This is an optimization exercise on Yosys and OpenROAD, whose aim is small area, a short achievable clock period and few clock cycles per item, not a production implementation.
Where RTL was checked, it was by simulation tests only, not by an equivalence proof against the original.
No functional check of the RTL was part of run 2.

==> flow/design.v, too long to show whole: its modules and the start of the top module <==
// module fp_mul_pipe: 2044 lines
// module fp_mul_fa: 10 lines
// module fp_mul_ha: 9 lines
// module fp_mul_sched: 80 lines
// module fp_mul_sched_top: 33 lines
module fp_mul_sched_top (
    input  logic         clk,
    input  logic         reset_n,
    input  logic [3:0]   req_valid,
    input  logic [127:0] req_x,
    input  logic [127:0] req_y,
    output logic [3:0]   req_ready,
    output logic         res_valid,
    input  logic         res_ready,
    output logic [1:0]   res_id,
    output logic [31:0]  res_data,
    output logic [4:0]   res_flags,
    output logic         busy
);
  // ...
==> flow/flow/run.sh <==
#!/bin/bash
# Layout flow: the standard flow (standard.sh) with two changes after synthesis:
# the port buffers are the small sky130_fd_sc_hd__buf_1 instead of the delay cell
# buffer_ports picks by default, and timing repair may swap a cell for one with a
# different footprint (MATCH_CELL_FOOTPRINT=0), so those buffers can be resized.
# Synthesis is the standard one, unchanged. Each step's output goes to its own log here.
set -uo pipefail
bash standard.sh synth > synth.log 2>&1 || exit 1
bash standard.sh "BUFFER_PORTS_ARGS=-buffer_cell sky130_fd_sc_hd__buf_1" MATCH_CELL_FOOTPRINT=0 finish > layout.log 2>&1 || exit 1
==> flow/standard.sh <==
#!/bin/bash
# synth_recipe.tcl (not shown) runs the flow's synth.tcl, then flattens the netlist and writes it again
# the make line also repeats each setting of config.mk as NAME=value (left out here)
make -C /OpenROAD-flow-scripts/flow DESIGN_CONFIG=/design/flow/config.mk WORK_HOME=/design/flow/orfs CLKGATE_MAP_FILE= SYNTH_SCRIPT=/design/flow/synth_recipe.tcl "${@:-finish}"
==> flow/config.mk <==
export PLATFORM = sky130hd
export DESIGN_NAME = fp_mul_sched_top
export DESIGN_NICKNAME = fp_mul_sched_top
export VERILOG_FILES = /design/flow/design.v
export SDC_FILE = /design/flow/constraint.sdc
export NUM_CORES = 4
export LEC_CHECK = 0
export ABC_AREA = 1
export CAP_MARGIN = 20
export CORE_MARGIN = 2
export CORE_UTILIZATION = 40
export SETUP_SLACK_MARGIN = 4.0
export SLEW_MARGIN = 20
export SYNTH_HIERARCHICAL = 1
==> flow/constraint.sdc <==
create_clock -name core_clock -period 10.5 [get_ports {clk}]
set_input_delay 2.1000 -clock core_clock [delete_from_list [all_inputs] [get_ports {clk}]]
set_output_delay 2.1000 -clock core_clock [all_outputs]
set_load 0.01 [all_outputs]
==> flow_summary.yaml, run 1 <==
cells_and_area:
  largest_reg_flops: 72
  final_common_cell: "nand2_1"
  nonClkBufAreaFrac_pct: 13.5
  post-route-util_pct: 50.0
  seq-cell-share_pct: 11.6
  seq_cell_count: 94
  multi_input_area_share_pct: 66.0
min_path:
  whs_path_depth: 2
  hold_end: "u_sched.last_q[0]"
  min_from: "u_sched.last_q[0]"
critical_path:
  crit_arrival_ns: 6.74
  endpoint: "u_sched.u_mul.mq[13]"
  crit_slowest_cell: "clkinvlp_2"
  reg2reg_from: "u_sched.last_q[1]"
  r2r_cells: 15
grt:
  grt_max_degree: 55
synthesis:
  synth-async-reset-ratio_pct: 3.19
  synth.most_common_cell: "nand2_1"
  synth-xor-area-share_pct: 14.8
  synth_top_area_cell: "fa_1"
  synthMuxAreaShare_pct: 0
  synth_commonest_cells: "490 x nand2_1, 302 x xor2_1, 263 x o22ai_1"
  synthTopCellsByArea: "fa_1 26%, edfxtp_1 14%, xor2_1 13%, nand2_1 9.4%, o22ai_1 8.4%"
clock_tree:
  ctsResizeCount: 194
  clkSinkCount: 94
  tritoncts: "built"
drt:
  highest_layer: "met4"
  num_vias: 19500
  viasPerCell: 5.87
timing:
  tightestPinTransition_ns: 0.849
  setup_viol: 0
  relSlewSlack_pct: 43.4
  period_share_pct: 63.1
  finalMaxSlewViolations: 0
placed_design:
  placedCellCount: 3125
  postPlaceCellArea_um2: 21100
  gp_congestion: 0.951
floorplan:
  die_w_um: 226
  boundaryPins: 308
run_status:
  status: "finished clean"
Testbench counts, summed over its fixed seeds: cycles 2,056, items 2,048.
==> inputs of run 2 (changes only) <==
--- a/flow/design.v
+++ b/flow/design.v
@@ -26,17 +26,17 @@
     input  logic [31:0]        x_i,
     input  logic [31:0]        y_i,
     output logic [31:0]        data_o,
     output logic [FLAGS_W-1:0] flags_o
 );
     logic [23:0] a, b;
     logic [11:0] one, two, neg;
     logic        sgn_c, zero_c, nan_c, inf_c;
-    logic [9:0]  esum_c, esum1_c;
+    logic [9:0]  esum_c;
     logic [7:0]  e0_c;
     logic        unf0_c, unf1_c, ovf0_c, ovf1_c;
     logic pp0_0;
     logic pp0_1;
     logic pp0_2;
     logic pp0_3;
     logic pp0_4;
     logic pp0_5;
@@ -946,22 +946,21 @@
     assign b = {1'b1, y_i[22:0]};
     always_comb begin
         zero_c = (x_i[30:23] == 8'd0) || (y_i[30:23] == 8'd0);
         nan_c  = !zero_c && ((x_i[30:23] == 8'hFF && x_i[22:0] != 23'd0) ||
                              (y_i[30:23] == 8'hFF && y_i[22:0] != 23'd0));
         inf_c  = !zero_c && !nan_c && (x_i[30:23] == 8'hFF || y_i[30:23] == 8'hFF);
         sgn_c  = x_i[31] ^ y_i[31];
         esum_c  = {2'b00, x_i[30:23]} + {2'b00, y_i[30:23]} - 10'd127;
-        esum1_c = {2'b00, x_i[30:23]} + {2'b00, y_i[30:23]} - 10'd126;
         e0_c    = esum_c[7:0];
         unf0_c  = !zero_c && !nan_c && !inf_c && (esum_c[9] || esum_c == 10'd0);
-        unf1_c  = !zero_c && !nan_c && !inf_c && (esum1_c[9] || esum1_c == 10'd0);
+        unf1_c  = !zero_c && !nan_c && !inf_c && esum_c[9];
         ovf0_c  = !zero_c && !nan_c && !inf_c && !esum_c[9] && (esum_c[8] || esum_c[7:0] == 8'hFF);
-        ovf1_c  = !zero_c && !nan_c && !inf_c && !esum1_c[9] && (esum1_c[8] || esum1_c[7:0] == 8'hFF);
+        ovf1_c  = !zero_c && !nan_c && !inf_c && !esum_c[9] && (esum_c[8] || esum_c[7:1] == 7'h7F);
     end
     assign one[0] = b[0] ^ 1'b0;
     assign two[0] = (b[1] & ~b[0] & ~1'b0) | (~b[1] & b[0] & 1'b0);
     assign neg[0] = b[1] & ~(b[0] & 1'b0);
     assign pp0_0 = ((one[0] & a[0])) ^ neg[0];
     assign pp0_1 = ((one[0] & a[1]) | (two[0] & a[0])) ^ neg[0];
     assign pp0_2 = ((one[0] & a[2]) | (two[0] & a[1])) ^ neg[0];
     assign pp0_3 = ((one[0] & a[3]) | (two[0] & a[2])) ^ neg[0];
--- a/flow/config.mk
+++ b/flow/config.mk
@@ -4,11 +4,11 @@
 export VERILOG_FILES = /design/flow/design.v
 export SDC_FILE = /design/flow/constraint.sdc
 export NUM_CORES = 4
 export LEC_CHECK = 0
 export ABC_AREA = 1
 export CAP_MARGIN = 20
 export CORE_MARGIN = 2
 export CORE_UTILIZATION = 40
-export SETUP_SLACK_MARGIN = 4.0
+export SETUP_SLACK_MARGIN = 3.5
 export SLEW_MARGIN = 20
 export SYNTH_HIERARCHICAL = 1
==> run 2 against run 1 <==
Net effect: cell count decreased by 5.1%; worst setup slack got worse by 0.33 ns; first-iteration DRC count decreased by 13%; sequential share of layout area increased by 1.0 points.
==> flow_summary.yaml, run 2 <==
cells_and_area:
  mostFrequentLayoutCells: "453 x nand2_1, 306 x buf_1, 298 x xor2_1, 263 x o22ai_1, 259 x fa_1"
  finalNetCount: 3184
  regMostFlops: "u_sched.u_mul.mq"
  drive_above_1_share_pct: 10.2
  area_delta_synth_final_pct: 15.2
  final_common_cell: "nand2_1"
  reg.largest.list: "u_sched.u_mul.mq: 72 flops, u_sched.u_mul.e0_q: 8 flops"
  post-route-util_pct: 46.7
  largest_reg_flops: 72
grt:
  grt_max_degree: 54
  antenna_found_initial: 0
  grt_pass1_wl_mm: 105
  overflow: 0
  grt_pass1_vias: 17800
  grt_util_all_layers_pct: 27.3
synthesis:
  synth_ff_type: "edfxtp_1"
  syn_nets: 2903
  synthTopCellsByArea: "fa_1 27%, edfxtp_1 14%, xor2_1 13%, nand2_1 8.9%, o22ai_1 8.5%"
  synth-async-reset-ratio_pct: 3.19
  ys_ff_latch: 94
  syn_area_um2: 19400
  synth-edff-count: 91
  synth_top_area_share_pct: 26.7
  synth_area_per_cell_um2: 8.60
  synth_commonest_cells: "459 x nand2_1, 298 x xor2_1, 263 x o22ai_1"
  yosys_warnings: 8
  ys_seq_area_share_pct: 14.5
  synthCells: 2257
  synth_top_area_cell: "fa_1"
  ys_types: 46
  synth.most_common_cell: "nand2_1"
clock_tree:
  cts.reportedPaths.clkPinSlew_ns: 0.09
  worstSkewPairLatency_ns: 0.39
  numCtsBuffers: 9
  tritoncts: "built"
  clkSinkCount: 94
  postCtsHoldBufs: 0
  cts_root_buffer: "clkbuf_16"
  cts_max_level: 3
  clk_path_buf_depth: 2
timing:
  fin_crit_ns: 6.96
  setup_viol: 0
  period_share_pct: 66.3
  fin_skew_ns: 0.0233
  final.setup.tns_ns: 0
  relSlewSlack_pct: 36.0
  hold_ws_ns: 0.497
  layout_setup_ws_ns: 3.54
  finalMaxSlewViolations: 0
  finalHoldViolCount: 0
  grt_setup_unrepaired: "false"
  tightestPinTransition_ns: 0.953
  fmax_ghz: 0.144
floorplan:
  die_w_um: 224
  die_area_um2: 50300
  start_util_pct: 40.6
  die_y_um: 224
  boundaryPins: 308
  rows: 80
  core-area_um2: 47800
run:
  cap_violations: 0
placed_design:
  dpl_worst_slack_ns: 2.42
  portBuffers: 307
  gp_congestion: 0.953
  dpl.hpwl_mm: 49.9
critical_path:
  r2r_cells: 14
  r2r_slack_ns: 4.77
  reg2reg_from: "u_sched.last_q[0]"
  start_kind: "input pin"
  crit_fanout: 24
  crit_arrival_ns: 7.08
  cp-end-kind: "flip-flop"
  path_class: "input pin to flip-flop"
  r2r-end: "u_sched.u_mul.mq[29]"
  required_ns: 10.63
drt:
  drcViolationCount: 0
  wl_per_cell_um: 22.9
  viasPerCell: 5.85
  wirelength_mm: 72.3
  num_vias: 18500
  dr.pass1.iters: 8
  drt_iter0_drc: 2021
  final_antenna_net_count: 0
min_path:
  min_path_type: "flip-flop to flip-flop"
  min_from: "u_sched.last_q[0]"
  whs_path_depth: 2
  hold_end: "u_sched.last_q[0]"
run_status:
  status: "finished clean"
## run 2: changes by cell type in the layout (fill, tap and decap cells not counted), sizes merged, moves of 5 or more
cell    delta
nand3     -10
nor3       -6
nand2     -27
o21ai      +5
buf       -88
inv       -14
nand4      -7
clkbuf    -10
a21oi      -8
## run 2: repair_timing
action | CTS | global route
gates cloned | 16 | 10
endpoints found under the hold margin | 0 | 0
setup buffers | 38 | 29
endpoints found under the setup margin | 63 | 48
gates resized for setup | 52 | 65
pin swaps | 8 | 10
## run 2: metrics by stage
step / area, um2 / instances
6_report: 22400 / 3159
3_3_place_gp: 20800 / 3049
3_5_place_dp: 20800 / 3049
5_1_grt: 22400 / 3158
2_1_floorplan: 19400 / 2257
4_1_cts: 21700 / 3119
## run 2: routing by layer
layer / up-vias / track usage [%] / share of wire [%]
met5: - / 0 / 0
met4: 0 / 9.89 / 3.9
met3: 198 / 5.58 / 11
met2: 1294 / 43.1 / 45
met1: 8900 / 37.3 / 40
li1: 8092 / - / -
## run 2: modules after synthesis (local to each module, per instance), a selection
module,times used,cell area [um2],flip-flops and latches,cells inside
fp_mul_pipe,1,12000,89,1571
fp_mul_fa,256,20.0,0,1
fp_mul_ha,30,12.5,0,1
## run 2: worst max-delay path by stage
stage / slack (ns) / depth (start not counted) / from / endpoint
6_report: 3.54 / 15 / req_valid[1] / u_sched.u_mul.mq[29]
5_1_grt: 3.46 / 21 / req_valid[1] / u_sched.u_mul.lcq
4_1_cts: 3.50 / 16 / req_valid[1] / u_sched.u_mul.mq[31]
3_5_place_dp: 2.42 / 18 / req_valid[0] / u_sched.u_mul.mq[21]
3_3_place_gp: 2.39 / 19 / req_valid[0] / u_sched.u_mul.mq[33]
2_1_floorplan: 3.59 / 21 / req_valid[0] / u_sched.u_mul.lcq
## run 2: cell type report
class | count | area [um2]
fill | 4698 | 25500
tap | 615 | 769
timing repair inverter | 20 | 125
sequential | 94 | 2810
multi-input combinational | 1798 | 15300
timing repair buffer | 405 | 2120
antenna | 1 | 2.50
clock buffer | 9 | 225
inverter | 210 | 902
clock inverter | 7 | 83.8
## run 2: cells by family (layout without fill, tap and decap cells)
logic type	count (synthesis)	count (layout)	share of synthesized area (%)
simple gates	721	726	16.6
other cells	1	2	0.0193
flops	94	94	14.5
buf+inv	370	651	8.19
xor+xnor	324	324	14.6
compound gates	364	364	11.3
fa+ha+maj	383	383	34.7
## run 2: worst max-delay path, stage by stage
cell        delay, ns
clkbuf_2         0.14
inv_1            0.07
nor2_1           0.11
nand3_2          0.24
nand2_4          0.27
nand2_1          0.13
nand4_1          0.35
clkinvlp_4       0.60
o22ai_1          0.37
xor2_1           0.23
fa_1             0.54
fa_1             0.46
fa_1             0.54
fa_1             0.46
fa_1             0.46

static timing again, ports no longer ideal:
The results above use ideal ports. As a check the final layouts listed here were re-extracted and re-timed, cells and wires unchanged. Step 1 (the two cells are an assumption about what drives the block):
set clk [get_ports {clk}]
set_driving_cell -lib_cell sky130_fd_sc_hd__clkbuf_16 $clk
set_driving_cell -lib_cell sky130_fd_sc_hd__buf_2 [delete_from_list [all_inputs] $clk]
Step 2 moves the port delays by t, midway between the first and last clock arrival at a register: inputs arrive t later, outputs are due t later. That takes back most of the time a late clock gives input paths. Slacks: ideal ports / drivers / drivers and shift; pairs: ideal ports / drivers.
run	t (ns)	slack for setup (ns)	worst setup path at the end
run 1	0.438	3.871 / 3.860 / 3.422	input to register
run 2	0.433	3.542 / 3.568 / 3.135	input to register
After both steps setup and hold are still met in every run listed. The setup slack of run 1, which loses most, moves by -0.011 ns with the drivers and by -0.449 ns with both steps.
